What follows belongs to an exercise in optimizing a design on an open flow for small area and a short achievable clock period; a production flow would make more cautious choices. At most, simulation tests tie the RTL to the original design; equivalence was not proved. Power is estimated from default activity; no workload was simulated.

// logic_probe_trigger
module logic_probe_trigger #(
    parameter int WIDTH = 128,
    parameter int CNTW  = 16
) (
    input  logic                  clock,
    input  logic                  reset,
    input  logic                  arm,
    input  logic [WIDTH-1:0]      channels,
    input  logic [WIDTH-1:0]      match_mask,
    input  logic [WIDTH-1:0]      match_value,
    input  logic [WIDTH-1:0]      edge_mask,
    input  logic [CNTW-1:0]       occurrences,
    input  logic [CNTW-1:0]       delay,
    input  logic [CNTW-1:0]       sample_div,
    output logic [WIDTH-1:0]      channels_out,
    output logic                  trigger,
    output logic                  sample,
    output logic [1:0]            status
);
Size: roughly 2400 cells after synthesis, about 700 I/O pins, about 0.027 mm^2 of cells after synthesis.
Settings: LEC_CHECK=0, CAP_MARGIN=20, CORE_MARGIN=2, CORE_UTILIZATION=60, CTS_CLUSTER_DIAMETER=60, CTS_CLUSTER_SIZE=24, SETUP_SLACK_MARGIN=1.9, SLEW_MARGIN=20, SYNTH_HIERARCHICAL=1; clock period 3.5 ns.
standard.sh (not shown) runs the stock make flow with config.mk's settings and CLKGATE_MAP_FILE= SYNTH_SCRIPT=/design/flow/synth_recipe.tcl, a recipe that flattens the netlist after the stock synthesis.
==> flow/flow/run.sh <==
#!/bin/bash
# Standard layout, with plain buffers (buf_1) on the ports instead of the default delay buffers,
# and ABC told that gate outputs drive a light load (so that it does not pick x4 cells for the
# small single-gate modules of the design).
set -euo pipefail
bash standard.sh "BUFFER_PORTS_ARGS=-buffer_cell sky130_fd_sc_hd__buf_1" "ABC_LOAD_IN_FF=1" finish > standard_make.log 2>&1
==> next run, changes <==
Settings changed: SETUP_SLACK_MARGIN 1.9 to 2.2.
The changed run completed without violations.
Clock-buffer cell count does not change.
Die area does not change.
Final area increases by 4.1%.
Worst setup slack loses 200 ps.
Power rises by 2.7%.
Function was not checked in any run of this note: the RTL went through the layout flow alone.

---

run 1:
logic_probe_trigger, a different RTL version from the one above (not shown whole).
Size: roughly 2,100 cells after synthesis, ~730 flip-flops, roughly 26,000 um2 of cells after synthesis.
export LEC_CHECK = 0
export CAP_MARGIN = 20
export CORE_MARGIN = 2
export CORE_UTILIZATION = 80
export CTS_CLUSTER_DIAMETER = 80
export CTS_CLUSTER_SIZE = 30
export SETUP_SLACK_MARGIN = 1.7
export SLEW_MARGIN = 20
export SYNTH_HIERARCHICAL = 1
export TNS_END_PERCENT = 20
create_clock -name core_clock -period 3.5 [get_ports {clock}]
Scripts as last shown in full above: flow/flow/run.sh
Run 1 failed in I/O pin placement with PPL-0024.
Inputs modified between run 1 and run 2:
- changing CTS_CLUSTER_DIAMETER from 80 to 60
- removing TNS_END_PERCENT (formerly 20)
- changing CORE_UTILIZATION from 80 to 65
- changing CTS_CLUSTER_SIZE from 30 to 24
Findings:
Run 1 got as far as I/O pin placement, where a tool error ended the run.
Having completed the whole flow, run 2 delivered a layout that passed the timing, DRC and antenna checks.
Measured against each other, run 2 and run 1 differ in y dimension of the die, the higher figure coming from run 2.
Compared with run 1, in run 2 mean instance size in the synthesized netlist held, starting utilization of the core area decreased by 15 points relative to the old numbers, number of library cell types mapped by synthesis saw little to no change.
Modified inputs, run 3 compared to run 2
- swapping 60 for 80 in CTS_CLUSTER_DIAMETER
- swapping 24 for 30 in CTS_CLUSTER_SIZE
- swapping 65 for 72 in CORE_UTILIZATION
- swapping 1.7 for 1.65 in SETUP_SLACK_MARGIN
Notes after the runs:
- Compared with run 2, run 3 shows a higher routability congestion estimate from global placement.
- Clock skew across run 3 and run 2: no real change.
- The higher post-layout instance area of run 3 and run 2 is in run 2.
- On worst setup slack, the higher figure sits with run 2, not run 3.
Input-level comparison between run 4 and run 3:
- swapping 1.65 for 1.7 in SETUP_SLACK_MARGIN
[summary]
- | largest fanout on the critical path | run 4 vs run 3 | 2 lower |
- There was hardly any difference in global-route total usage across every layer between run 4 and run 3.
- Run 3 -> run 4: power attributed to sequential cells flat
- Setup slack, run 4 and run 3, higher one = run 4.
- Run 4 and run 3 ended up with roughly the same worst clock skew.
- Every stage of the flow completed for run 4, and the final layout passed the timing, DRC and antenna checks.
- Run 4 vs. run 3: slew of the pin with the lowest slew margin went up by 9.0 ps, non-clock buffer count held.
- Run 4 against run 3: number of resized instances in the post-cts repair step climbed about 110%; final cell area excluding filler cells climbed 470 um2.
- Diff run 3..run 4 | count of sequential standard cells | unchanged
- Run 4 vs run 3: via count up slightly

-- afterwards: timing with drivers on the ports --
The results above use ideal ports. As a check the final layouts listed here were re-extracted and re-timed, cells and wires unchanged. Step 1 (the two cells are an assumption about what drives the block):
set clk [get_ports {clock}]
set_driving_cell -lib_cell sky130_fd_sc_hd__clkbuf_16 $clk
set_driving_cell -lib_cell sky130_fd_sc_hd__buf_2 [delete_from_list [all_inputs] $clk]
Step 2 also shifts input and output timing later by t, the mid clock arrival at the registers, as if the neighbouring blocks saw the same clock. a / b / c = no drivers / after step 1 / after step 2; a / b = the first two.
run	shift t [ns]	slack for setup (ns)	cell pins on the clock port's net
the first run of note 1	0.659	1.323 / 1.323 / 0.873	1
the second run of note 1	0.662	1.122 / 1.122 / 0.683	1
run 2	0.643	1.615 / 1.542 / 0.899	1
run 3	0.675	1.585 / 1.505 / 0.830	1
run 4	0.659	1.625 / 1.554 / 0.895	1
After both steps every run listed still meets setup and hold. The setup slack of run 3, which loses most, moves by -0.080 ns with the drivers and by -0.755 ns with both steps.
